What follows belongs to an exercise in optimizing a design on an open flow for small area, a short achievable clock period and few clock cycles per item; a production flow would make more cautious choices. RTL that was checked went through simulation tests only; none was proved equivalent to the original. No functional check of the RTL was part of runs 2 to 4.

==> flow/config.mk <==
export PLATFORM = sky130hd
export DESIGN_NAME = intermittent_compression_mode_controller
export DESIGN_NICKNAME = intermittent_compression_mode_controller
export VERILOG_FILES = /design/flow/design.v
export SDC_FILE = /design/flow/constraint.sdc
export NUM_CORES = 4
export LEC_CHECK = 0
export ABC_AREA = 1
export CAP_MARGIN = 20
export CORE_MARGIN = 2
export CORE_UTILIZATION = 40
export SETUP_SLACK_MARGIN = 5
export SLEW_MARGIN = 20
==> flow/constraint.sdc <==
create_clock -name core_clock -period 10.0 [get_ports {i_clk}]
set_input_delay 2.0000 -clock core_clock [delete_from_list [all_inputs] [get_ports {i_clk}]]
set_output_delay 2.0000 -clock core_clock [all_outputs]
set_load 0.01 [all_outputs]
==> flow/design.v <==
package icmc_pkg;
    localparam int HistoryLenDef = 12;
    localparam int ThetaDef      = 37;
    localparam int CountWidthDef = 16;
    localparam int CfgIdxW  = 3;
    localparam int CfgDataW = 32;
    localparam int ThrW     = 32;
    localparam int SumW     = 15;
    localparam logic [1:0] EV_MEMOPS = 2'd0;
    localparam logic [1:0] EV_EVICT  = 2'd1;
    localparam logic [1:0] EV_PWROFF = 2'd2;
    localparam logic [1:0] EV_REBOOT = 2'd3;
    localparam logic [CfgIdxW-1:0] REG_INIT_THR   = 3'd0;
    localparam logic [CfgIdxW-1:0] REG_CONF_INIT  = 3'd1;
    localparam logic [CfgIdxW-1:0] REG_CLOSE_FRAC = 3'd2;
    localparam logic [CfgIdxW-1:0] REG_AIMD_EN    = 3'd3;
    localparam logic [CfgIdxW-1:0] REG_CAP_FRAC   = 3'd4;
    localparam logic [CfgIdxW-1:0] REG_CONF_MIN   = 3'd5;
    localparam logic [CfgIdxW-1:0] REG_PRED_EN    = 3'd6;
    localparam logic [CfgIdxW-1:0] REG_PRED_VOL   = 3'd7;
endpackage
module icmc_ctrl (
    input  logic       i_clk,
    input  logic       i_rst_n,
    input  logic       i_valid,
    output logic       o_ready,
    output logic       o_valid,
    input  logic       i_ready,
    input  logic [1:0] i_mode,
    input  logic       i_need_cap,   
    input  logic       i_qc_v,       
    input  logic       i_tinc_v,     
    output logic       o_acc,        
    output logic       o_cap1,       
    output logic       o_cap2,       
    output logic       o_cap3        
);
    logic r_ovalid, r_cap1, r_cap2, r_cap3, stall, is_reboot;
    assign is_reboot = (i_mode == icmc_pkg::EV_REBOOT);
    assign stall   = ((i_mode == icmc_pkg::EV_PWROFF) && !i_qc_v) || (is_reboot && !i_tinc_v);
    assign o_ready = !r_cap1 && !r_cap2 && !r_cap3 && (!r_ovalid || i_ready) && !stall;
    assign o_acc   = i_valid && o_ready;
    assign o_valid = r_ovalid;
    assign o_cap1  = r_cap1;
    assign o_cap2  = r_cap2;
    assign o_cap3  = r_cap3;
    always_ff @(posedge i_clk) begin
        if (!i_rst_n) begin
            r_ovalid <= 1'b0;
            r_cap1   <= 1'b0;
            r_cap2   <= 1'b0;
            r_cap3   <= 1'b0;
        end else begin
            r_cap1   <= o_acc && is_reboot && i_need_cap;
            r_cap2   <= r_cap1;
            r_cap3   <= r_cap2;
            r_ovalid <= (o_acc && !(is_reboot && i_need_cap)) || r_cap3 || (r_ovalid && !i_ready);
        end
    end
endmodule
module icmc_dp #(
    parameter int HISTORY_LEN = icmc_pkg::HistoryLenDef,
    parameter int THETA       = icmc_pkg::ThetaDef,
    parameter int COUNT_WIDTH = icmc_pkg::CountWidthDef
) (
    input  logic                          i_clk,
    input  logic                          i_rst_n,
    input  logic                          i_cfg_we,
    input  logic [icmc_pkg::CfgIdxW-1:0]  i_cfg_idx,
    input  logic [icmc_pkg::CfgDataW-1:0] i_cfg_data,
    input  logic                          i_acc,
    input  logic                          i_cap1,
    input  logic                          i_cap2,
    input  logic                          i_cap3,
    input  logic [1:0]                    i_mode,
    input  logic [3:0]                    i_op_count,
    output logic                          o_need_cap,
    output logic                          o_qc_v,
    output logic                          o_tinc_v,
    output logic                          o_regular_active,
    output logic                          o_mode_changed,
    output logic                          o_gate_vetoed,
    output logic [icmc_pkg::ThrW-1:0]     o_threshold_now,
    output logic [1:0]                    o_confidence_now,
    output logic signed [icmc_pkg::SumW-1:0] o_predictor_out
);
    localparam int CW = COUNT_WIDTH;
    localparam int HL = HISTORY_LEN;
    localparam int PW = 12;                  
    localparam logic [CW-1:0] CMAX = {CW{1'b1}};
    localparam logic signed [11:0] THETA_S = THETA;
    logic [7:0] r_close_frac, r_cap_frac;
    logic [1:0] r_conf_min;
    logic       r_aimd_en, r_pred_en, r_pred_vol;
    logic [CW-1:0]        r_mem, r_prev, r_thr, r_evict;
    logic signed [CW:0]   r_adj;
    logic [1:0]           r_conf;
    logic                 r_reg, r_hval, r_gate, r_chg;
    logic signed [7:0]    r_w [HL+1];
    logic [HL-1:0]        r_hn;              
    logic [HL-1:0]        r_hs;              
    logic [PW-1:0]        r_sa, r_sb;        
    logic signed [PW-1:0] r_sum;
    logic [CW-1:0]        r_qc;
    logic                 r_qc_v;
    wire ev_mem  = (i_mode == icmc_pkg::EV_MEMOPS);
    wire ev_evi  = (i_mode == icmc_pkg::EV_EVICT);
    wire ev_pof  = (i_mode == icmc_pkg::EV_PWROFF);
    wire ev_rbt  = (i_mode == icmc_pkg::EV_REBOOT);
    logic [4:0]    lo_sum;
    logic [CW-1:0] mem_new;
    assign lo_sum = {1'b0, r_mem[3:0]} + {1'b0, i_op_count};
    always_comb begin
        if (!lo_sum[4])                mem_new = {r_mem[CW-1:4], lo_sum[3:0]};
        else if (&r_mem[CW-1:4])       mem_new = CMAX;
        else                           mem_new = {r_mem[CW-1:4] + (CW-4)'(1), lo_sum[3:0]};
    end
    logic signed [CW+1:0] e_gap;
    logic                 hit, veto, enter;
    assign e_gap = $signed({2'b00, r_prev}) - $signed({2'b00, r_thr}) - $signed({2'b00, r_mem});
    assign hit   = e_gap[CW+1] || (e_gap[CW:4] == '0 && e_gap[3:0] <= i_op_count);
    assign veto  = (r_pred_en && r_sum[PW-1]) || (r_conf_min != 2'd0 && r_conf < r_conf_min);
    assign enter = !r_reg && r_hval && !r_gate && hit;
    logic signed [CW:0] adj_new;
    logic               close;
    logic [1:0]         conf_new;
    assign adj_new = $signed({1'b0, r_mem}) - $signed({1'b0, r_prev});
    logic signed [CW+1:0] adj_pq;
    assign adj_pq  = $signed({adj_new[CW], adj_new}) + $signed({2'b00, r_qc});
    assign close   = (adj_new <= $signed({1'b0, r_qc})) && !adj_pq[CW+1];
    assign conf_new = close ? ((r_conf != 2'd3) ? r_conf + 2'd1 : r_conf)
                            : ((r_conf != 2'd0) ? r_conf - 2'd1 : r_conf);
    logic                 sum_small, train_c, train_f, upd;
    assign sum_small = r_sum[PW-1] ? (r_sum >= -THETA_S) : (r_sum <= THETA_S);
    assign train_c   = r_sum[PW-1] || sum_small;      
    assign train_f   = !r_sum[PW-1] || sum_small;     
    assign upd       = i_acc && ev_pof && r_hval && r_pred_en;
    logic [7:0] w_flip [HL+1];
    for (genvar i = 0; i <= HL; i++) begin : g_w
        logic       nz, neg, up, en;
        logic [7:0] ones, zeros;             
        if (i == 0) begin : g_bias
            assign nz  = 1'b1;
            assign neg = 1'b0;
        end else begin : g_hist
            assign nz  = r_hn[i-1];
            assign neg = r_hs[i-1];
        end
        assign ones[0]  = 1'b1;
        assign zeros[0] = 1'b1;
        for (genvar j = 1; j < 8; j++) begin : g_p
            assign ones[j]  = ones[j-1] & r_w[i][j-1];
            assign zeros[j] = zeros[j-1] & !r_w[i][j-1];
        end
        assign up = close ^ neg;
        assign en = nz && (close ? train_c : train_f) &&
                    !(up ? (ones[7] && !r_w[i][7]) : (r_w[i] == 8'sh81) );
        assign w_flip[i] = {8{en && upd}} & (up ? ones : zeros);
    end
    logic signed [CW+1:0] prev_sum;
    logic [CW-1:0]        prev_mc;
    assign prev_sum = $signed({2'b00, r_mem}) + $signed({r_adj[CW], r_adj});
    always_comb begin
        if (r_conf > 2'd1)          prev_mc = r_mem;
        else if (prev_sum[CW+1])    prev_mc = '0;
        else if (prev_sum[CW])      prev_mc = CMAX;
        else                        prev_mc = prev_sum[CW-1:0];
    end
    logic [CW-1:0] thr_half, thr_dec, thr_aimd, thr_inc;
    logic          aimd_go;
    assign thr_half = r_thr >> 1;
    assign thr_dec  = (thr_half == '0) ? CW'(1) : thr_half;
    assign thr_aimd = (r_evict > thr_half) ? thr_dec : thr_inc;
    assign aimd_go  = r_aimd_en && !r_gate;
    assign o_need_cap = aimd_go && (r_cap_frac != 8'd0);
    localparam logic [PW-1:0] K = PW'(4096 - 13 * 128);
    logic [PW-1:0] t [HL+1];
    for (genvar i = 0; i <= HL; i++) begin : g_t
        logic [7:0] s;
        if (i == 0) begin : g_b
            assign s = r_w[0];
        end else begin : g_h
            assign s = r_w[i] ^ {8{r_hs[i-1]}};
        end
        assign t[i] = {4'd0, !s[7], s[6:0]};
    end
    function automatic logic [2*PW-1:0] csa(input logic [PW-1:0] a, input logic [PW-1:0] b,
                                            input logic [PW-1:0] c, input logic cin);
        logic [PW-1:0] s, cy;
        s  = a ^ b ^ c;
        cy = (a & b) | (a & c) | (b & c);
        csa = {s, cy[PW-2:0], cin};
    endfunction
    logic [PW-1:0] a1 [8];
    logic [PW-1:0] a2 [6];
    logic [PW-1:0] a3 [4];
    logic [PW-1:0] a4 [2];
    logic [PW-1:0] a5 [2];
    logic [PW-1:0] a6 [2];
    assign {a1[0], a1[1]} = csa(t[0], t[1], t[2], r_hs[0]);
    assign {a1[2], a1[3]} = csa(t[3], t[4], t[5], r_hs[1]);
    assign {a1[4], a1[5]} = csa(t[6], t[7], t[8], r_hs[2]);
    assign {a1[6], a1[7]} = csa(t[9], t[10], t[11], r_hs[3]);
    assign {a2[0], a2[1]} = csa(a1[0], a1[1], a1[2], r_hs[4]);
    assign {a2[2], a2[3]} = csa(a1[3], a1[4], a1[5], r_hs[5]);
    assign {a2[4], a2[5]} = csa(a1[6], a1[7], t[12], r_hs[6]);
    assign {a3[0], a3[1]} = csa(a2[0], a2[1], a2[2], r_hs[7]);
    assign {a3[2], a3[3]} = csa(a2[3], a2[4], a2[5], r_hs[8]);
    assign {a4[0], a4[1]} = csa(a3[0], a3[1], a3[2], r_hs[9]);
    assign {a5[0], a5[1]} = csa(a4[0], a4[1], a3[3], r_hs[10]);
    assign {a6[0], a6[1]} = csa(a5[0], a5[1], K, r_hs[11]);
    assign r_sum = r_sa + r_sb;
    logic          m_a, m_b, r_qa, r_qb;
    logic [7:0]    frac;
    logic [3:0]    fn;
    logic [19:0]   mpp [5];
    logic [19:0]   m1 [4];
    logic [19:0]   m2 [2];
    logic [19:0]   m3 [2];
    logic [19:0]   msum;
    logic [CW-1:0] cap_v;
    assign m_a  = r_qa || i_cap1;
    assign m_b  = r_qb || i_cap2;
    assign frac = (i_cap1 || i_cap2) ? r_cap_frac : r_close_frac;
    assign fn   = m_b ? frac[7:4] : frac[3:0];
    for (genvar k = 0; k < 4; k++) begin : g_pp
        assign mpp[k] = {4'd0, r_prev & {CW{fn[k]}}} << k;
    end
    assign mpp[4] = m_b ? {4'd0, r_qc} : 20'd0;
    function automatic logic [39:0] csa20(input logic [19:0] a, input logic [19:0] b,
                                          input logic [19:0] c);
        csa20 = {a ^ b ^ c, ((a & b) | (a & c) | (b & c)) << 1};
    endfunction
    assign {m1[0], m1[1]} = csa20(mpp[0], mpp[1], mpp[2]);
    assign {m2[0], m2[1]} = csa20(m1[0], m1[1], mpp[3]);
    assign {m3[0], m3[1]} = csa20(m2[0], m2[1], mpp[4]);
    assign msum  = m3[0] + m3[1];
    assign cap_v = (r_qc == '0) ? CW'(1) : r_qc;
    function automatic logic [7:0] div10_step(input logic [7:0] v);    
        logic [7:0] r;
        logic [3:0] q;
        r = v;
        for (int k = 3; k >= 0; k--) begin
            if (r >= (8'd10 << k)) begin
                r    = r - (8'd10 << k);
                q[k] = 1'b1;
            end else begin
                q[k] = 1'b0;
            end
        end
        div10_step = {q, r[3:0]};
    endfunction
    logic [12:0] r_tdiv;
    logic [3:0]  r_trem;
    logic [2:0]  r_tdiv_n;
    logic [3:0]  nib;
    logic [7:0]  dstep;
    always_comb begin
        case (r_tdiv_n[1:0])
            2'd0:    nib = r_thr[15:12];
            2'd1:    nib = r_thr[11:8];
            2'd2:    nib = r_thr[7:4];
            default: nib = r_thr[3:0];
        endcase
    end
    assign dstep = div10_step({r_trem, nib});
    logic [CW-1:0] tstep;
    logic [CW:0]   tsum;
    assign tstep = (r_tdiv == '0) ? CW'(1) : CW'(r_tdiv);
    assign tsum  = {1'b0, r_thr} + {1'b0, tstep};
    assign thr_inc = tsum[CW] ? CMAX : tsum[CW-1:0];
    logic thr_chg, prev_chg, close_we, qc_start;
    assign prev_chg = i_acc && ev_rbt;
    assign close_we = i_cfg_we && i_cfg_idx == icmc_pkg::REG_CLOSE_FRAC;
    assign qc_start = (prev_chg && !o_need_cap) || i_cap2 || close_we;
    assign thr_chg  = (i_acc && ev_rbt && aimd_go) || i_cap3 ||
                      (i_cfg_we && i_cfg_idx == icmc_pkg::REG_INIT_THR);
    always_ff @(posedge i_clk) begin
        if (m_a || m_b) r_qc <= msum[19:4];
        if (!i_rst_n || thr_chg) begin
            r_tdiv_n <= '0;
            r_trem   <= '0;
        end else if (!r_tdiv_n[2]) begin
            r_tdiv_n <= r_tdiv_n + 3'd1;
            r_trem   <= dstep[3:0];
            r_tdiv   <= {r_tdiv[8:0], dstep[7:4]};
        end
        if (!i_rst_n) begin
            r_qa   <= 1'b1;
            r_qb   <= 1'b0;
            r_qc_v <= 1'b0;
        end else begin
            r_qa   <= qc_start;
            r_qb   <= r_qa && !prev_chg && !close_we;
            r_qc_v <= (r_qb || r_qc_v) && !qc_start && !prev_chg;
        end
    end
    assign o_qc_v   = r_qc_v;
    assign o_tinc_v = r_tdiv_n[2];
    logic w_clr;
    assign w_clr = !i_rst_n || (i_acc && ev_rbt && r_pred_en && r_pred_vol);
    always_ff @(posedge i_clk) begin
        for (int i = 0; i <= HL; i++) r_w[i] <= w_clr ? 8'sd0 : (r_w[i] ^ w_flip[i]);
    end
    always_ff @(posedge i_clk) begin
        if (!i_rst_n) begin
            r_close_frac <= 8'd26;
            r_aimd_en    <= 1'b1;
            r_cap_frac   <= 8'd0;
            r_conf_min   <= 2'd0;
            r_pred_en    <= 1'b0;
            r_pred_vol   <= 1'b0;
            r_mem   <= '0;
            r_prev  <= '0;
            r_thr   <= CW'(16);
            r_evict <= '0;
            r_adj   <= '0;
            r_conf  <= 2'd2;
            r_reg   <= 1'b0;
            r_hval  <= 1'b0;
            r_gate  <= 1'b0;
            r_chg   <= 1'b0;
            r_sa    <= '0;
            r_sb    <= '0;
            r_hn    <= '0;
            r_hs    <= '0;
        end else begin
            if (i_cfg_we) begin
                case (i_cfg_idx)
                    icmc_pkg::REG_INIT_THR: begin
                        if (i_cfg_data == 32'd0)           r_thr <= CW'(1);
                        else if (i_cfg_data[31:CW] != '0)  r_thr <= CMAX;
                        else                               r_thr <= i_cfg_data[CW-1:0];
                    end
                    icmc_pkg::REG_CONF_INIT:  r_conf       <= i_cfg_data[1:0];
                    icmc_pkg::REG_CLOSE_FRAC: r_close_frac <= i_cfg_data[7:0];
                    icmc_pkg::REG_AIMD_EN:    r_aimd_en    <= i_cfg_data[0];
                    icmc_pkg::REG_CAP_FRAC:   r_cap_frac   <= i_cfg_data[7:0];
                    icmc_pkg::REG_CONF_MIN:   r_conf_min   <= i_cfg_data[1:0];
                    icmc_pkg::REG_PRED_EN:    r_pred_en    <= i_cfg_data[0];
                    default:                  r_pred_vol   <= i_cfg_data[0];
                endcase
            end
            if (i_cap3 && r_thr > cap_v) r_thr <= cap_v;
            if (i_acc) begin
                r_chg <= (ev_mem && enter && !veto) || (ev_rbt && r_reg);
                if (ev_mem) begin
                    r_mem <= mem_new;
                    if (enter) begin
                        if (veto) r_gate <= 1'b1;
                        else      r_reg  <= 1'b1;
                    end
                end
                if (ev_evi && r_reg && r_evict != CMAX) r_evict <= r_evict + CW'(1);
                if (ev_pof) begin
                    if (!r_hval) begin
                        r_adj  <= '0;
                        r_hval <= 1'b1;
                    end else begin
                        r_adj  <= adj_new;
                        r_conf <= conf_new;
                        if (r_pred_en) begin
                                                        r_hn <= {r_hn[HL-2:0], 1'b1};
                            r_hs <= {r_hs[HL-2:0], !close};
                        end
                    end
                end
                if (ev_rbt) begin
                    r_prev  <= prev_mc;
                    r_mem   <= '0;
                    r_evict <= '0;
                    r_gate  <= 1'b0;
                    r_reg   <= 1'b0;
                    if (aimd_go) r_thr <= thr_aimd;
                    if (r_pred_en) begin
                        if (r_pred_vol) begin
                            r_hn  <= '0;
                            r_hs  <= '0;
                            r_sa  <= '0;
                            r_sb  <= '0;
                        end else begin
                            r_sa  <= a6[0];
                            r_sb  <= a6[1];
                        end
                    end
                end
            end
        end
    end
    assign o_regular_active = r_reg;
    assign o_mode_changed   = r_chg;
    assign o_gate_vetoed    = r_gate;
    assign o_threshold_now  = {{(icmc_pkg::ThrW-CW){1'b0}}, r_thr};
    assign o_confidence_now = r_conf;
    assign o_predictor_out  = {{(icmc_pkg::SumW-PW){r_sum[PW-1]}}, r_sum};
endmodule
module intermittent_compression_mode_controller #(
    parameter int HISTORY_LEN = icmc_pkg::HistoryLenDef,
    parameter int THETA       = icmc_pkg::ThetaDef,
    parameter int COUNT_WIDTH = 16
) (
    input  logic                          i_clk,
    input  logic                          i_rst_n,
    input  logic                          i_cfg_we,
    input  logic [icmc_pkg::CfgIdxW-1:0]  i_cfg_idx,
    input  logic [icmc_pkg::CfgDataW-1:0] i_cfg_data,
    input  logic                          i_valid,
    output logic                          o_ready,
    input  logic [1:0]                    i_mode,
    input  logic [3:0]                    i_op_count,
    output logic                          o_valid,
    input  logic                          i_ready,
    output logic                          o_regular_active,
    output logic                          o_mode_changed,
    output logic                          o_gate_vetoed,
    output logic [icmc_pkg::ThrW-1:0]     o_threshold_now,
    output logic [1:0]                    o_confidence_now,
    output logic signed [icmc_pkg::SumW-1:0] o_predictor_out
);
    logic acc, cap1, cap2, cap3, need_cap, qc_v, tinc_v;
    icmc_ctrl u_ctrl (
        .i_clk, .i_rst_n, .i_valid, .o_ready, .o_valid, .i_ready, .i_mode,
        .i_need_cap(need_cap), .i_qc_v(qc_v), .i_tinc_v(tinc_v),
        .o_acc(acc), .o_cap1(cap1), .o_cap2(cap2), .o_cap3(cap3)
    );
    icmc_dp #(
        .HISTORY_LEN(HISTORY_LEN), .THETA(THETA), .COUNT_WIDTH(COUNT_WIDTH)
    ) u_dp (
        .i_clk, .i_rst_n, .i_cfg_we, .i_cfg_idx, .i_cfg_data,
        .i_acc(acc), .i_cap1(cap1), .i_cap2(cap2), .i_cap3(cap3), .i_mode, .i_op_count,
        .o_need_cap(need_cap), .o_qc_v(qc_v), .o_tinc_v(tinc_v),
        .o_regular_active, .o_mode_changed, .o_gate_vetoed,
        .o_threshold_now, .o_confidence_now, .o_predictor_out
    );
endmodule
==> flow/run.sh <==
#!/bin/bash
# synth_recipe.tcl (not shown) runs the flow's synth.tcl, then flattens the netlist and writes it again
# the make line also repeats each setting of config.mk as NAME=value (left out here)
make -C /OpenROAD-flow-scripts/flow DESIGN_CONFIG=/design/flow/config.mk WORK_HOME=/design/flow/orfs CLKGATE_MAP_FILE= SYNTH_SCRIPT=/design/flow/synth_recipe.tcl finish
==> flow_summary_export.csv, run 1 <==
group,metric,value,unit
outcome,status,"finished clean",
synth,synth_area,28400,µm²
finish,largest_reg_flops,104,
route,routedWlPerCell,16.8,µm
run,max_cap_viol_count,0,
timing,clock_skew,0.0388,ns
global_routing,grt_max_degree,73,
synth,ys_seq_elements,303,
placement,portBuffers,83,
synth,synth_warnings,15,
cts,cts_root_buffer,"clkbuf_16",
critical_path,cp-start-kind,"register",
floorplanning,start_util,40.5,%
global_routing,grt_pass1_vias,24700,
critical_path,crit_slowest_cell,"fa_2",
timing,fin_crit_sh,49.8,%
finish,area_growth,15.5,%
timing,period_needed,4.98,ns
timing,max_freq,201,MHz
synth,synth_top_family_by_area,"simple AND/OR/NAND/NOR gates",
floorplanning,fp.dieH,270,µm
synth,netlist_instances,4092,
floorplanning,die_area,73100,µm²
finish,drive_gt1_share,9.18,%
synth,async_flop_share,0,%
cts,ctsLongestPathBuffers,3,
critical_path,crit_type,"register to register",
placement,placed_cells,4996,
synth,synthXorXnorAreaFrac,6.30,%
timing,slew_headroom,31.4,%
synth,synth.area.mux_share,0,%
global_routing,gr-total-overflow,0,
timing,rsz0062_at_grt,"true",
finish,utilization,46.7,%
timing,worst_pin_slew,1.02,ns
critical_path,crit_arrival,5.43,ns
finish,top_register,"u_dp.r_w",
route,wl,86400,µm
route,ant_nets,0,
cts,htreeDepth,2,
floorplanning,fp.coreArea,70100,µm²
critical_path,required,10.45,ns
route,firstDrtPassIters,5,
critical_path,path_max_fanout,5,
synth,synthSimpleGateAreaFrac,27.7,%
placement,place.gp.congestion,0.936,
synth,yosysUniqueCellTypes,66,
finish,final_cell_mix,"nand2_1, inv_1, nor2_1, a21oi_1, nand3_1",
global_routing,grt_antenna_before_repair,2,
timing,drv_slew,0,
cts,hold_buffers,0,
synth,synth-edff-count,29,
cts,clock-sinks,303,
synth,avgSynthCellArea,6.94,µm²
finish,layout_commonest_cell,"nand2_1",
finish,largest_registers,"u_dp.r_w: 104 flops, u_dp.r_adj: 17 flops",
finish,diodes,0,
floorplanning,pin_count,100,
finish,seqCellArea,6380,µm²
route,drt_iter0_drc,2048,
finish,nNetsFinal,4589,
timing,setup_viol,0,
finish,finalNonFillerCells,5155,
synth,synth_fa_ha_area_share,19.4,%
floorplanning,die_x,270,µm
critical_path,slowest_delay,0.41,ns
route,vias,26900,
cts,cts_tree,"yes",
timing,hold_slack,0.443,ns
global_routing,track_usage,22.9,%
synth,synth_compound_area_share,12.6,%
cts,clk_latency,0.59,ns
finish,multi_input_area,19600,µm²
finish,fillCellCount,7141,
floorplanning,row_count,97,
cts,cts_buffers,41,
critical_path,crit_path_end_kind,"register",
placement,dp_hpwl,63500,µm
route,drc,0,
global_routing,grt_pass1_wl,136000,µm
synth,yosysSeqAreaShare,22.4,%
worst_hold_path,hold_class,"register to register",
cts,clk_pin_slew,0.06,ns
critical_path,cpMostUsedCell,"nand2_1",
synth,synth_ff_type,"dfxtp_1",
route,vias_per_cell,5.23,
timing,final.setup.tns,0,ns
timing,hold_viol_final,0,
[repair_timing]
item | 4_1_cts | 5_1_grt
setup buffers | 48 | 33
gates cloned | 4 | 4
pin swaps | 28 | 57
resized for setup | 92 | 147
setup endpoints to repair | 199 | 157
[worst paths after layout]
path / startpoint / endpoint / slack, ns / depth (start not counted)
max reg2reg: u_dp.r_mem[0] / u_dp.r_w[2][1] / 5.02 / 35
min reg2reg: u_dp.r_qa / u_dp.r_qb / 0.44 / 2
max: u_dp.r_mem[0] / u_dp.r_w[2][1] / 5.02 / 35
min: u_dp.r_qa / u_dp.r_qb / 0.44 / 2
[critical path: cells and delay by family, from the launching register on]
kind,cells,cell delay [ns]
adder cells (fa/ha/maj),3,0.77
buffers and inverters,6,0.69
flip-flops,1,0.37
XOR/XNOR,1,0.23
AND/OR/NAND/NOR,16,1.55
AO/OA/AOI/OAI,9,1.18
[logic make-up (layout without fill, tap and decap cells)]
group | Yosys count | count (layout)
and+or+nand+nor | 1790 | 1793
buffers and inverters | 803 | 908
AOI/OAI and AO/OA | 636 | 636
adders and majority gates | 355 | 355
DFF | 303 | 303
xor gates and xnor gates | 204 | 204
other | 1 | 16
[stage by stage]
| stage | instance area [µm²] | setup slack [ns] |
|---|---|---|
| 2_1_floorplan | 28400 | 5.21 |
| 3_5_place_dp | 29700 | 3.13 |
| 3_3_place_gp | 29700 | 3.34 |
| 4_1_cts | 31900 | 4.95 |
| 5_1_grt | 32800 | 4.75 |
| 6_report | 32800 | 5.02 |
[synth_stat cells, types with 10 or more instances]
library cell	number	area share (%)
a211oi_1	18	0.48
a21oi_1	303	5.3
a311oi_1	10	0.31
a31oi_1	13	0.29
buf_1	15	0.20
buf_2	12	0.21
buf_4	32	0.85
buf_6	12	0.48
clkbuf_1	71	0.94
dfxtp_1	274	19
edfxtp_1	29	3.1
fa_1	142	10
ha_1	213	9.4
inv_1	647	8.6
nand2_1	843	11
nand2_2	21	0.46
nand3_1	289	5.1
nand3_2	12	0.42
nand3b_1	14	0.37
nand4_1	68	1.5
nor2_1	412	5.4
nor2_4	10	0.40
nor3_1	54	0.95
nor4_1	33	0.73
o21ai_0	175	3.1
o21ai_1	13	0.23
o21bai_1	22	0.58
o22ai_1	16	0.35
xnor2_1	100	3.1
xor2_1	104	3.2
[final cells by class]
cell class	instances	share of cell area (%)
multi-input cells	3004	59.7
clock inverters	13	0.473
repair buffers	179	5.52
clock buffers	57	3.62
well taps	940	3.59
inverters	659	7.63
flip-flops and latches	303	19.5
[layer usage]
layer  GRT usage, %  vias to the layer above  share of wire, %
met2           35.4                      730                44
met1           33.2                    12700                48
met4           6.03                        0               2.5
li1               -                    13400                 -
met3           3.38                      130               6.1
met5              0                        -                 0
Testbench counts, summed over its fixed seeds: cycles 5,099, items 4,829.
==> run 2: changes to the inputs <==
--- a/flow/design.v
+++ b/flow/design.v
@@ -27,36 +27,52 @@
     output logic       o_valid,
     input  logic       i_ready,
     input  logic [1:0] i_mode,
+    input  logic [3:0] i_op_count,
     input  logic       i_need_cap,   
     input  logic       i_qc_v,       
     input  logic       i_tinc_v,     
     output logic       o_acc,        
+    output logic [1:0] o_mode,       
+    output logic [3:0] o_op_count,
     output logic       o_cap1,       
     output logic       o_cap2,       
     output logic       o_cap3        
 );
-    logic r_ovalid, r_cap1, r_cap2, r_cap3, stall, is_reboot;
-    assign is_reboot = (i_mode == icmc_pkg::EV_REBOOT);
-    assign stall   = ((i_mode == icmc_pkg::EV_PWROFF) && !i_qc_v) || (is_reboot && !i_tinc_v);
-    assign o_ready = !r_cap1 && !r_cap2 && !r_cap3 && (!r_ovalid || i_ready) && !stall;
-    assign o_acc   = i_valid && o_ready;
+    logic       r_ovalid, r_cap1, r_cap2, r_cap3, stall, is_reboot, push;
+    logic [1:0] r_cnt;               
+    logic [5:0] r_q0, r_q1;          
+    assign o_mode     = r_q0[5:4];
+    assign o_op_count = r_q0[3:0];
+    assign is_reboot  = (o_mode == icmc_pkg::EV_REBOOT);
+    assign stall   = ((o_mode == icmc_pkg::EV_PWROFF) && !i_qc_v) || (is_reboot && !i_tinc_v);
+    assign o_acc   = (r_cnt != 2'd0) && !r_cap1 && !r_cap2 && !r_cap3 &&
+                     (!r_ovalid || i_ready) && !stall;
+    assign o_ready = !r_cnt[1];
+    assign push    = i_valid && !r_cnt[1];
     assign o_valid = r_ovalid;
     assign o_cap1  = r_cap1;
     assign o_cap2  = r_cap2;
     assign o_cap3  = r_cap3;
     always_ff @(posedge i_clk) begin
         if (!i_rst_n) begin
+            r_cnt    <= 2'd0;
             r_ovalid <= 1'b0;
             r_cap1   <= 1'b0;
             r_cap2   <= 1'b0;
             r_cap3   <= 1'b0;
         end else begin
+            r_cnt    <= r_cnt + {1'b0, push} - {1'b0, o_acc};
             r_cap1   <= o_acc && is_reboot && i_need_cap;
             r_cap2   <= r_cap1;
             r_cap3   <= r_cap2;
             r_ovalid <= (o_acc && !(is_reboot && i_need_cap)) || r_cap3 || (r_ovalid && !i_ready);
         end
     end
+    always_ff @(posedge i_clk) begin
+        if (r_cnt == 2'd0 || (r_cnt == 2'd1 && o_acc)) r_q0 <= {i_mode, i_op_count};
+        else if (o_acc)                                  r_q0 <= r_q1;
+        if (r_cnt == 2'd1 && !o_acc)                     r_q1 <= {i_mode, i_op_count};
+    end
 endmodule
 module icmc_dp #(
     parameter int HISTORY_LEN = icmc_pkg::HistoryLenDef,
@@ -418,8 +434,11 @@
     output logic signed [icmc_pkg::SumW-1:0] o_predictor_out
 );
     logic acc, cap1, cap2, cap3, need_cap, qc_v, tinc_v;
+    logic [1:0] mode;
+    logic [3:0] op_count;
     icmc_ctrl u_ctrl (
-        .i_clk, .i_rst_n, .i_valid, .o_ready, .o_valid, .i_ready, .i_mode,
+        .i_clk, .i_rst_n, .i_valid, .o_ready, .o_valid, .i_ready, .i_mode, .i_op_count,
+        .o_mode(mode), .o_op_count(op_count),
         .i_need_cap(need_cap), .i_qc_v(qc_v), .i_tinc_v(tinc_v),
         .o_acc(acc), .o_cap1(cap1), .o_cap2(cap2), .o_cap3(cap3)
     );
@@ -427,7 +446,7 @@
         .HISTORY_LEN(HISTORY_LEN), .THETA(THETA), .COUNT_WIDTH(COUNT_WIDTH)
     ) u_dp (
         .i_clk, .i_rst_n, .i_cfg_we, .i_cfg_idx, .i_cfg_data,
-        .i_acc(acc), .i_cap1(cap1), .i_cap2(cap2), .i_cap3(cap3), .i_mode, .i_op_count,
+        .i_acc(acc), .i_cap1(cap1), .i_cap2(cap2), .i_cap3(cap3), .i_mode(mode), .i_op_count(op_count),
         .o_need_cap(need_cap), .o_qc_v(qc_v), .o_tinc_v(tinc_v),
         .o_regular_active, .o_mode_changed, .o_gate_vetoed,
         .o_threshold_now, .o_confidence_now, .o_predictor_out
==> flow/flow/run.sh (new file) <==
#!/bin/bash
export SETUP_SLACK_MARGIN=6
bash standard.sh > standard.log 2>&1
==> flow/standard.sh (new file) <==
#!/bin/bash
# synth_recipe.tcl (not shown) runs the flow's synth.tcl, then flattens the netlist and writes it again
# the make line also repeats each setting of config.mk as NAME=value (left out here)
make -C /OpenROAD-flow-scripts/flow DESIGN_CONFIG=/design/flow/config.mk WORK_HOME=/design/flow/orfs CLKGATE_MAP_FILE= SYNTH_SCRIPT=/design/flow/synth_recipe.tcl "${@:-finish}"
--- a/flow/config.mk
+++ b/flow/config.mk
@@ -9,5 +9,4 @@
 export CAP_MARGIN = 20
 export CORE_MARGIN = 2
 export CORE_UTILIZATION = 40
-export SETUP_SLACK_MARGIN = 5
 export SLEW_MARGIN = 20
removed: flow/run.sh
==> flow_summary_export.csv, run 2 <==
group,metric,value,unit
cts,cts_buffers,43,
cts,htreeDepth,2,
critical_path,crit_type,"register to register",
synth,netlist_instances,4120,
timing,finalWorstSetupSlack,5.46,ns
critical_path,crit_arrival,4.86,ns
timing,fin_crit_sh,45.4,%
global_routing,gr-total-overflow,0,
finish,layout_commonest_cell,"nand2_1",
synth,ys_seq_elements,317,
finish,seqCellArea,6940,µm²
timing,worst_pin_slew,1.04,ns
route,vias,29300,
placement,place.gp.congestion,0.876,
synth,yosysSeqAreaShare,23.4,%
placement,post-place-ws,3.40,ns
synth,async_flop_share,0,%
timing,slew_headroom,30.6,%
synth,synth_top_cell_by_area,"dfxtp_1",
timing,final.setup.tns,0,ns
placement,portBuffers,83,
cts,clock-sinks,317,
critical_path,cp_cell_sequence,"nor2_4, buf_6, o211ai_1, nand2_4, nor2_4, fa_1, inv_1, fa_1, fa_1, inv_2, ha_4, nand2_4, o31ai_4, a21oi_2, o21ai_2, a21o_1, nand2_1, nand2_2, nand2_1, nand2_2, nand3_2, nand3_2, nand2_1",
critical_path,ff2ff_setup_slack,5.46,ns
finish,nNetsFinal,4874,
floorplanning,start_util,40.3,%
critical_path,cp.buffers_inverters,3,
synth,synth_warnings,15,
route,drt_iter0_drc,2852,
cts,clk_pin_slew,0.06,ns
global_routing,grt_antenna_before_repair,1,
route,vias_per_cell,5.38,
cts,cts_tree,"yes",
cts,clk_latency,0.60,ns
synth,synthTopCellsByCount,"nand2_1, inv_1, a21oi_1",
critical_path,slowest_delay,0.54,ns
finish,area_growth,36.2,%
finish,utilization,54.9,%
synth,avgSynthCellArea,7.00,µm²
timing,hold_slack,0.455,ns
critical_path,path_max_fanout,7,
floorplanning,fp.coreArea,71500,µm²
cts,cts_root_buffer,"clkbuf_16",
route,wl,99600,µm
critical_path,cp-start-kind,"register",
timing,drv_slew,0,
floorplanning,die_x,272,µm
synth,synth_area,28800,µm²
floorplanning,fp.dieH,272,µm
synth,synth_top_area_share,19.2,%
worst_hold_path,hold_class,"register to register",
cts,ctsLongestPathBuffers,3,
floorplanning,pin_count,100,
global_routing,grt_max_degree,80,
route,drc,0,
synth,yosysMostFrequentCell,"nand2_1",
finish,multi_input_area,22900,µm²
route,ant_nets,0,
floorplanning,die_area,74200,µm²
outcome,status,"finished clean",
timing,clock_skew,0.0333,ns
synth,synth_ff_type,"dfxtp_1",
finish,fillCellCount,6350,
finish,top_register,"u_dp.r_w",
global_routing,track_usage,24.9,%
route,routedWlPerCell,18.3,µm
synth,synth-edff-count,41,
timing,max_freq,220,MHz
critical_path,required,10.32,ns
critical_path,crit_path_end_kind,"register",
synth,yosys-top-cells-area,"dfxtp_1, nand2_1, fa_1",
timing,period_needed,4.54,ns
run,max_cap_viol_count,0,
critical_path,cpLargestDelayFamily,"adder cells",
global_routing,grt_pass1_vias,26900,
finish,largest_registers,"u_dp.r_w: 104 flops, u_dp.r_adj: 17 flops",
timing,hold_viol_final,0,
route,firstDrtPassIters,6,
finish,final_cell_mix,"nand2_1, inv_1, a21oi_1, nor2_1, buf_4",
synth,yosysUniqueCellTypes,69,
finish,drive_gt1_share,26.4,%
floorplanning,row_count,98,
critical_path,crit_slowest_cell,"fa_1",
timing,setup_viol,0,
timing,rsz0062_at_grt,"true",
finish,diodes,0,
placement,dp_hpwl,63100,µm
finish,largest_reg_flops,104,
global_routing,grt_pass1_wl,148000,µm
run 2: cell types whose count changed after synthesis, moves of 13 or more:
cell / change
o21ai_0: +36
nor2_1: -87
a21oi_1: +74
nand3_1: -59
xnor2_1: -13
nand2_1: +50
nor4_1: +16
run 2: what timing repair did:
action / in CTS / in global routing
buffers inserted: 198 / 102
hold buffers: 0 / 0
resized for setup: 719 / 402
gates cloned: 31 / 7
pin swaps: 273 / 302
endpoints found under the setup margin: 228 / 211
run 2: worst reg2reg max path, cell delays in order, from the launching register on:
cell      delay (ns)
dfxtp_4         0.39
nor2_4          0.19
buf_6           0.14
o211ai_1        0.15
nand2_4         0.16
nor2_4          0.05
fa_1            0.54
inv_1           0.05
fa_1            0.44
fa_1            0.50
inv_2           0.04
ha_4            0.29
nand2_4         0.06
o31ai_4         0.23
a21oi_2         0.12
o21ai_2         0.21
a21o_1          0.19
nand2_1         0.08
nand2_2         0.10
nand2_1         0.07
nand2_2         0.09
nand3_2         0.08
nand3_2         0.07
nand2_1         0.05
run 2: worst paths after layout:
kind,startpoint,endpoint,cells after the start
setup / recovery,u_ctrl.r_cap2,u_dp.r_qc[13],23
hold / removal,u_dp.r_close_frac[4],u_dp.r_close_frac[4],2
setup reg to reg,u_ctrl.r_cap2,u_dp.r_qc[13],23
hold reg to reg,u_dp.r_close_frac[4],u_dp.r_close_frac[4],2
run 2: cell families after synthesis:
logic type	count (synthesis)	share of synthesized area, %
adder cells (fa/ha/maj)	357	19.2
buffers and inverters	787	10.9
XOR/XNOR	203	6.19
other	1	0.0130
multiplexers	6	0.234
flip-flops	317	23.4
AO/OA/AOI/OAI	731	13.9
AND/OR/NAND/NOR	1718	26.1
run 2: area by class of cell:
class	instances	share of cell area, %
timing repair inverter	7	0.233
clock buffer	61	3.12
tap	950	3.03
inverter	645	6.53
sequential	317	17.7
multi-input combinational	3044	58.2
clock inverter	15	0.335
timing repair buffer	413	10.9
run 2: stage by stage:
step / instance area (µm²) / instances
floorplan: 29100 / 4135
global placement: 30400 / 5038
detailed placement: 30400 / 5038
CTS: 36600 / 5343
global route: 39300 / 5452
finish: 39300 / 5452
run 2: per-layer routing:
metal,track usage (%),vias to the layer above,part of all wire [%]
met2,38.9,1081,45
met5,0,-,0.010
met3,4.56,185,8.3
li1,-,14100,-
met4,5.05,2,2.4
met1,35.7,14000,44
==> run 3: changes to the inputs <==
--- a/flow/design.v
+++ b/flow/design.v
@@ -226,23 +226,20 @@
     assign {a5[0], a5[1]} = csa(a4[0], a4[1], a3[3], r_hs[10]);
     assign {a6[0], a6[1]} = csa(a5[0], a5[1], K, r_hs[11]);
     assign r_sum = r_sa + r_sb;
-    logic          m_a, m_b, r_qa, r_qb;
-    logic [7:0]    frac;
-    logic [3:0]    fn;
+    logic          r_qa, r_qb, r_men, r_macc, a_next, b_next;
+    logic [3:0]    r_fn, fn;
+    logic [7:0]    close_src;
     logic [19:0]   mpp [5];
     logic [19:0]   m1 [4];
     logic [19:0]   m2 [2];
     logic [19:0]   m3 [2];
     logic [19:0]   msum;
     logic [CW-1:0] cap_v;
-    assign m_a  = r_qa || i_cap1;
-    assign m_b  = r_qb || i_cap2;
-    assign frac = (i_cap1 || i_cap2) ? r_cap_frac : r_close_frac;
-    assign fn   = m_b ? frac[7:4] : frac[3:0];
+    assign fn   = r_fn;
     for (genvar k = 0; k < 4; k++) begin : g_pp
         assign mpp[k] = {4'd0, r_prev & {CW{fn[k]}}} << k;
     end
-    assign mpp[4] = m_b ? {4'd0, r_qc} : 20'd0;
+    assign mpp[4] = r_macc ? {4'd0, r_qc} : 20'd0;
     function automatic logic [39:0] csa20(input logic [19:0] a, input logic [19:0] b,
                                           input logic [19:0] c);
         csa20 = {a ^ b ^ c, ((a & b) | (a & c) | (b & c)) << 1};
@@ -289,10 +286,19 @@
     assign prev_chg = i_acc && ev_rbt;
     assign close_we = i_cfg_we && i_cfg_idx == icmc_pkg::REG_CLOSE_FRAC;
     assign qc_start = (prev_chg && !o_need_cap) || i_cap2 || close_we;
+    logic cap1_next;
+    assign cap1_next = prev_chg && o_need_cap;
+    assign a_next    = !i_rst_n || qc_start || cap1_next;
+    assign b_next    = i_rst_n && ((r_qa && !prev_chg && !close_we) || i_cap1);
+    assign close_src = close_we ? i_cfg_data[7:0] : (!i_rst_n ? 8'd26 : r_close_frac);
     assign thr_chg  = (i_acc && ev_rbt && aimd_go) || i_cap3 ||
                       (i_cfg_we && i_cfg_idx == icmc_pkg::REG_INIT_THR);
     always_ff @(posedge i_clk) begin
-        if (m_a || m_b) r_qc <= msum[19:4];
+        if (r_men) r_qc <= msum[19:4];
+        r_men  <= a_next || b_next;
+        r_macc <= b_next;
+        r_fn   <= cap1_next ? r_cap_frac[3:0] : i_cap1 ? r_cap_frac[7:4] :
+                  b_next ? close_src[7:4] : close_src[3:0];
         if (!i_rst_n || thr_chg) begin
             r_tdiv_n <= '0;
             r_trem   <= '0;
==> flow/flow/run.sh (replaced) <==
#!/bin/bash
bash standard.sh SETUP_SLACK_MARGIN=6 finish > standard.log 2>&1
--- a/flow/config.mk
+++ b/flow/config.mk
@@ -10,3 +10,4 @@
 export CORE_MARGIN = 2
 export CORE_UTILIZATION = 40
 export SLEW_MARGIN = 20
+export TNS_END_PERCENT = 0
==> flow_summary_export.csv, run 3 <==
group,metric,value,unit
critical_path,slowest_delay,0.41,ns
placement,post-place-ws,4.09,ns
route,vias,26600,
floorplanning,die_area,74000,µm²
worst_hold_path,hold_class,"register to register",
floorplanning,die_x,272,µm
cts,htreeDepth,2,
floorplanning,fp.dieH,272,µm
critical_path,crit_path_end_kind,"register",
cts,clock-sinks,323,
timing,drv_slew,0,
cts,clk_latency,0.58,ns
finish,layout_commonest_cell,"nand2_1",
synth,avgSynthCellArea,7.07,µm²
global_routing,track_usage,23.1,%
critical_path,ff2ff_setup_slack,5.27,ns
finish,largest_reg_flops,104,
synth,yosysSeqAreaShare,23.9,%
timing,fin_crit_sh,47.3,%
timing,setup_viol,0,
timing,worst_pin_slew,0.986,ns
critical_path,path_max_fanout,8,
synth,netlist_instances,4067,
placement,dp_hpwl,63700,µm
timing,period_needed,4.73,ns
finish,finalNonFillerCells,5155,
critical_path,r2r_end,"u_dp.r_w[11][5]",
timing,max_freq,212,MHz
synth,synth_top_cell_by_area,"dfxtp_1",
finish,top_register,"u_dp.r_w",
global_routing,grt_antenna_before_repair,1,
synth,yosys-top-cells-area,"dfxtp_1, nand2_1, fa_1",
synth,synth_warnings,15,
finish,area_growth,16.0,%
finish,largest_registers,"u_dp.r_w: 104 flops, u_dp.r_adj: 17 flops",
route,ant_nets,0,
floorplanning,fp.coreArea,71400,µm²
finish,seqCellArea,6940,µm²
floorplanning,pin_count,100,
route,vias_per_cell,5.16,
timing,final.setup.tns,0,ns
timing,hold_viol_final,0,
route,wl,87200,µm
global_routing,gr-total-overflow,0,
critical_path,cpMostUsedCell,"nand2_1",
worst_hold_path,holdPathStages,0,
timing,finalWorstSetupSlack,5.27,ns
timing,slew_headroom,33.7,%
placement,place.gp.congestion,0.911,
finish,fillCellCount,7167,
cts,cts_root_buffer,"clkbuf_16",
run,max_cap_viol_count,0,
cts,ctsLongestPathBuffers,3,
finish,final_cell_mix,"nand2_1, inv_1, a21oi_1, dfxtp_1, nor2_1",
synth,synth-edff-count,41,
cts,clk_pin_slew,0.06,ns
outcome,status,"finished clean",
timing,rsz0062_at_grt,"true",
global_routing,grt_pass1_vias,24800,
timing,clock_skew,0.0280,ns
synth,synth_ff_type,"dfxtp_1",
route,drc,0,
synth,async_flop_share,0,%
synth,yosysMostFrequentCell,"nand2_1",
synth,synthTopCellsByCount,"nand2_1, inv_1, a21oi_1",
critical_path,crit_arrival,5.17,ns
synth,synth_top_area_share,19.6,%
synth,yosysUniqueCellTypes,63,
finish,nNetsFinal,4574,
finish,drive_gt1_share,10.1,%
critical_path,crit_slowest_cell,"dfxtp_4",
cts,cts_tree,"yes",
global_routing,grt_max_degree,77,
synth,synth_area,28800,µm²
critical_path,r2r_cells,33,
critical_path,crit_type,"register to register",
route,drt_iter0_drc,2030,
global_routing,grt_pass1_wl,137000,µm
synth,ys_seq_elements,323,
critical_path,r2r_start,"u_dp.r_prev[1]",
floorplanning,start_util,40.3,%
floorplanning,row_count,98,
placement,portBuffers,83,
worst_hold_path,hp-start,"u_dp.r_tdiv[0]",
cts,cts_buffers,43,
worst_hold_path,min_to,"u_dp.r_tdiv[4]",
route,routedWlPerCell,16.9,µm
critical_path,cp-start-kind,"register",
placement,placed_cells,4982,
critical_path,required,10.44,ns
cts,hold_buffers,0,
finish,multi_input_area,19500,µm²
route,firstDrtPassIters,7,
==> run 3: changes by cell type after synthesis, moves of 9 or more <==
| cell | previous run | this run |
|---|---|---|
| nor3_1 | 48 | 58 |
| nor2_1 | 325 | 262 |
| inv_2 | 5 | 16 |
| nand3_1 | 230 | 190 |
| nand4_1 | 72 | 54 |
| nand3b_1 | 4 | 13 |
| o21ai_0 | 211 | 232 |
| a31oi_1 | 12 | 23 |
| buf_2 | 24 | 10 |
| xnor2_1 | 87 | 99 |
| clkbuf_1 | 72 | 85 |
| nor2_4 | 4 | 14 |
==> run 3: worst max path at each step <==
stage,startpoint,endpoint,slack [ns],cells after the start
after CTS,u_dp.r_mem[0],u_dp.r_w[1][5],5.30,37
after detailed placement,i_ready,u_dp.r_w[2][7],4.09,18
final,u_dp.r_prev[1],u_dp.r_w[11][5],5.27,33
after floorplan,u_dp.r_mem[0],u_dp.r_w[9][2],5.84,34
after global placement,i_ready,u_dp.r_w[2][0],4.15,17
after global routing,u_dp.r_prev[1],u_dp.r_w[2][1],4.98,33
==> run 3: cell families after synthesis <==
logic type      count (synthesis)  share of synthesized area [%]
simple gates                 1609                           24.6
buf+inv                       804                           11.2
compound gates                757                           14.4
fa+ha+maj                     357                           19.2
flops                         323                           23.9
xor+xnor                      216                           6.58
other cells                     1                         0.0130
==> run 3: stage by stage <==
| step | hold WS, ns | utilization [%] | cell area [µm²] |
|---|---|---|---|
| final | 0.455 | 46.8 | 33400 |
| after global routing | 0.471 | 46.8 | 33400 |
| after CTS | 0.458 | 45.5 | 32500 |
| after detailed placement | 0.446 | 42.3 | 30200 |
| after global placement | 0.441 | 42.3 | 30200 |
| after floorplan | 0.428 | - | 28800 |
==> run 3: per-layer routing <==
layer | vias up | track usage [%] | part of all wire (%)
met2 | 787 | 36.3 | 44
met4 | 0 | 6.15 | 2.4
met5 | - | 0 | 0
met3 | 118 | 3.77 | 6.7
li1 | 13300 | - | -
met1 | 12400 | 32.9 | 47
==> run 3: cell type report <==
class	instances	area share (%)
repair inverters	1	0.0150
clock buffers	63	3.75
well taps	950	3.56
multi-input cells	2963	58.5
inverters	660	7.49
diodes	1	0.00750
repair buffers	179	5.35
flip-flops and latches	323	20.8
clock inverters	15	0.503
==> run 3: critical path, delay by kind of cell, from the launching register on <==
family                     cells  cell delay (ns)
AOI/OAI and AO/OA              8             1.02
xor gates and xnor gates       1             0.15
adders and majority gates      2             0.62
buffers and inverters          6             0.72
DFF                            1             0.41
and+or+nand+nor               16             1.64
==> run 3: repair_timing <==
| item | in CTS | in global routing |
|---|---|---|
| cloned | 7 | 5 |
| gates resized for setup | 95 | 112 |
| pin swaps | 28 | 44 |
| setup endpoints to repair | 242 | 274 |
| buffers inserted | 46 | 35 |
==> run 4: changes to the inputs <==
--- a/flow/design.v
+++ b/flow/design.v
@@ -116,6 +116,7 @@
     logic [HL-1:0]        r_hn;              
     logic [HL-1:0]        r_hs;              
     logic [PW-1:0]        r_sa, r_sb;        
+    logic                 r_sc;
     logic signed [PW-1:0] r_sum;
     logic [CW-1:0]        r_qc;
     logic                 r_qc_v;
@@ -212,7 +213,6 @@
     logic [PW-1:0] a3 [4];
     logic [PW-1:0] a4 [2];
     logic [PW-1:0] a5 [2];
-    logic [PW-1:0] a6 [2];
     assign {a1[0], a1[1]} = csa(t[0], t[1], t[2], r_hs[0]);
     assign {a1[2], a1[3]} = csa(t[3], t[4], t[5], r_hs[1]);
     assign {a1[4], a1[5]} = csa(t[6], t[7], t[8], r_hs[2]);
@@ -224,8 +224,7 @@
     assign {a3[2], a3[3]} = csa(a2[3], a2[4], a2[5], r_hs[8]);
     assign {a4[0], a4[1]} = csa(a3[0], a3[1], a3[2], r_hs[9]);
     assign {a5[0], a5[1]} = csa(a4[0], a4[1], a3[3], r_hs[10]);
-    assign {a6[0], a6[1]} = csa(a5[0], a5[1], K, r_hs[11]);
-    assign r_sum = r_sa + r_sb;
+    assign r_sum = r_sa + r_sb + (r_sc ? K + 12'd1 : K);
     logic          r_qa, r_qb, r_men, r_macc, a_next, b_next;
     logic [3:0]    r_fn, fn;
     logic [7:0]    close_src;
@@ -342,8 +341,9 @@
             r_hval  <= 1'b0;
             r_gate  <= 1'b0;
             r_chg   <= 1'b0;
-            r_sa    <= '0;
+            r_sa    <= -K;
             r_sb    <= '0;
+            r_sc    <= 1'b0;
             r_hn    <= '0;
             r_hs    <= '0;
         end else begin
@@ -398,11 +398,13 @@
                         if (r_pred_vol) begin
                             r_hn  <= '0;
                             r_hs  <= '0;
-                            r_sa  <= '0;
+                            r_sa  <= -K;
                             r_sb  <= '0;
+                            r_sc  <= 1'b0;
                         end else begin
-                            r_sa  <= a6[0];
-                            r_sb  <= a6[1];
+                            r_sa  <= a5[0];
+                            r_sb  <= a5[1];
+                            r_sc  <= r_hs[11];
                         end
                     end
                 end
==> flow_summary_export.csv, run 4 <==
group,metric,value,unit
critical_path,crit_type,"register to output pin",
cts,clock-sinks,322,
synth,synthXorXnorAreaFrac,6.26,%
synth,synthSimpleGateAreaFrac,24.3,%
synth,synth_top_family_by_area,"simple AND/OR/NAND/NOR gates",
timing,hold_viol_final,0,
synth,yosysMostFrequentCell,"nand2_1",
global_routing,busiest_layer,"met2",
route,drc,0,
global_routing,grt_pass1_vias,24300,
cts,cts_buffers,42,
synth,async_flop_share,0,%
placement,dp_hpwl,64000,µm
timing,period_needed,4.77,ns
timing,final.setup.tns,0,ns
finish,layout_commonest_cell,"nand2_1",
floorplanning,row_count,97,
synth,synth_ff_type,"dfxtp_1",
critical_path,crit_path_end_kind,"output pin",
cts,clk_latency,0.59,ns
floorplanning,fp.dieH,271,µm
synth,avgSynthCellArea,7.04,µm²
synth,yosysSeqAreaShare,24.0,%
synth,ys_seq_elements,322,
global_routing,track_usage,22.5,%
floorplanning,fp.coreArea,70400,µm²
timing,worst_pin_slew,1.07,ns
cts,ctsLongestPathBuffers,3,
finish,diodes,0,
finish,area_growth,15.0,%
placement,place.gp.congestion,0.915,
global_routing,gr-total-overflow,0,
synth,synth_warnings,14,
worst_hold_path,hold_class,"register to register",
cts,clk_pin_slew,0.06,ns
route,drt_iter0_drc,1860,
finish,largest_registers,"u_dp.r_w: 104 flops, u_dp.r_adj: 17 flops",
floorplanning,start_util,40.6,%
critical_path,crit_start,"u_dp.r_sb[1]",
finish,top_register,"u_dp.r_w",
route,ant_nets,0,
synth,synth_area,28500,µm²
route,vias,26200,
run,max_cap_viol_count,0,
worst_hold_path,hp-start,"u_dp.r_hn[9]",
route,wl,85800,µm
timing,finalWorstSetupSlack,5.23,ns
cts,htreeDepth,2,
timing,drv_slew,0,
cts,hold_buffers,0,
finish,final_cell_mix,"nand2_1, inv_1, a21oi_1, nor2_1, dfxtp_1",
finish,utilization,46.7,%
synth,synth.area.mux_share,0,%
cts,cts_tree,"yes",
timing,slew_headroom,28.4,%
outcome,status,"finished clean",
synth,yosys-top-cells-area,"dfxtp_1, nand2_1, fa_1",
cts,cts_root_buffer,"clkbuf_16",
synth,yosysUniqueCellTypes,73,
synth,netlist_instances,4057,
critical_path,crit_arrival,2.77,ns
floorplanning,die_x,271,µm
global_routing,met3_usage,3.68,%
synth,synth_compound_area_share,15.0,%
floorplanning,die_area,73500,µm²
route,firstDrtPassIters,6,
floorplanning,pin_count,100,
worst_hold_path,holdPathStages,2,
synth,synth_top_cell_by_area,"dfxtp_1",
global_routing,use_met2,36.4,%
finish,fillCellCount,7180,
timing,setup_viol,0,
critical_path,path_max_fanout,3,
synth,synth_fa_ha_area_share,19.4,%
timing,max_freq,210,MHz
finish,drive_gt1_share,8.98,%
finish,nNetsFinal,4544,
critical_path,r2r_cells,27,
finish,largest_reg_flops,104,
global_routing,grt_pass1_wl,133000,µm
route,routedWlPerCell,16.8,µm
timing,clock_skew,0.0291,ns
global_routing,grt_antenna_before_repair,1,
critical_path,cp-start-kind,"register",
route,vias_per_cell,5.13,
placement,post-place-ws,4.13,ns
critical_path,r2r_start,"u_dp.r_mem[0]",
synth,synth_top_area_share,19.7,%
global_routing,gr-usage-met1,30.9,%
timing,rsz0062_at_grt,"true",
critical_path,required,8.00,ns
placement,portBuffers,83,
global_routing,grt_max_degree,95,
synth,synthTopCellsByCount,"nand2_1, inv_1, a21oi_1",
timing,fin_crit_sh,47.7,%
synth,synth-edff-count,41,
==> run 4: timing repair <==
| action | in CTS | in global routing |
|---|---|---|
| gates cloned | 5 | 5 |
| setup buffers | 18 | 40 |
| gates resized for setup | 91 | 116 |
| pin swaps | 18 | 45 |
| endpoints found under the setup margin | 227 | 243 |
==> run 4: metal layers <==
layer  vias up  wire length (µm)
met2       663             38600
met1     12100             39400
met5         -                 0
met4         0              2480
met3       131              5240
li1      13300                 -
==> run 4: through the flow <==
stage	hold WS, ns	instance area (µm²)	cells
after floorplan	0.428	28800	4072
after global placement	0.445	30100	4970
after detailed placement	0.448	30200	4970
after CTS	0.463	32000	5071
after global routing	0.480	32800	5116
final	0.459	32800	5116
==> run 4: final cells by class <==
cell class / count / area, µm² / share of cell area (%)
inverters: 654 / 2500 / 7.62
repair buffers: 150 / 1430 / 4.36
multi-input cells: 2970 / 19400 / 59.1
well taps: 940 / 1180 / 3.58
clock buffers: 59 / 1230 / 3.73
flip-flops and latches: 322 / 6910 / 21.0
clock inverters: 19 / 165 / 0.503
repair inverters: 2 / 15.0 / 0.0457
==> run 4: path summary, 6_finish.rpt <==
path | slack [ns] | end
min reg2reg | 0.46 | u_dp.r_hn[9]
max reg2reg | 5.37 | u_dp.r_w[8][2]
min | 0.46 | u_dp.r_hn[9]
max | 5.23 | o_predictor_out[3]
==> run 4: cell families (layout without fill, tap and decap cells) <==
group           count (synthesis)  in the layout
simple gates                 1614           1622
buf+inv                       788            884
other cells                     1             16
fa+ha+maj                     356            356
compound gates                772            772
flops                         322            322
xor+xnor                      204            204
==> run 4: critical path: stages (launching register included) <==
cell	delay, ns
dfxtp_4	0.36
ha_4	0.27
ha_4	0.12
inv_2	0.03
fa_2	0.36
buf_4	0.15
xnor2_2	0.27
clkdlybuf4s50_1	0.61

## what the ideal ports hide
No port has a modelled driver above. Below, the same layouts with a new extraction and two added sets of constraints.
Step 1 (the two cells are an assumption about what drives the block):
set clk [get_ports {i_clk}]
set_driving_cell -lib_cell sky130_fd_sc_hd__clkbuf_16 $clk
set_driving_cell -lib_cell sky130_fd_sc_hd__buf_2 [delete_from_list [all_inputs] $clk]
Step 2 also shifts input and output timing later by t, the mid clock arrival at the registers, as if the neighbouring blocks saw the same clock.
Three values: ideal ports, drivers, drivers and shift; two values: the first two.
run | shift t [ns] | setup slack, ns | hold WS [ns] | slew at the worst register clock pin (ns)
run 1 | 0.633 | 5.017 / 4.938 / 4.662 | 0.443 / 0.443 / 0.443 | 0.06 / 0.06
run 2 | 0.637 | 5.464 / 5.427 / 5.464 | 0.455 / 0.455 / 0.455 | 0.07 / 0.07
run 3 | 0.630 | 5.275 / 5.275 / 4.810 | 0.455 / 0.455 / 0.455 | 0.07 / 0.07
run 4 | 0.637 | 5.229 / 5.166 / 4.818 | 0.459 / 0.459 / 0.459 | 0.06 / 0.06
After both steps every run listed still meets setup and hold. The setup slack of run 3, which loses most, moves by 0.000 ns with the drivers and by -0.465 ns with both steps.
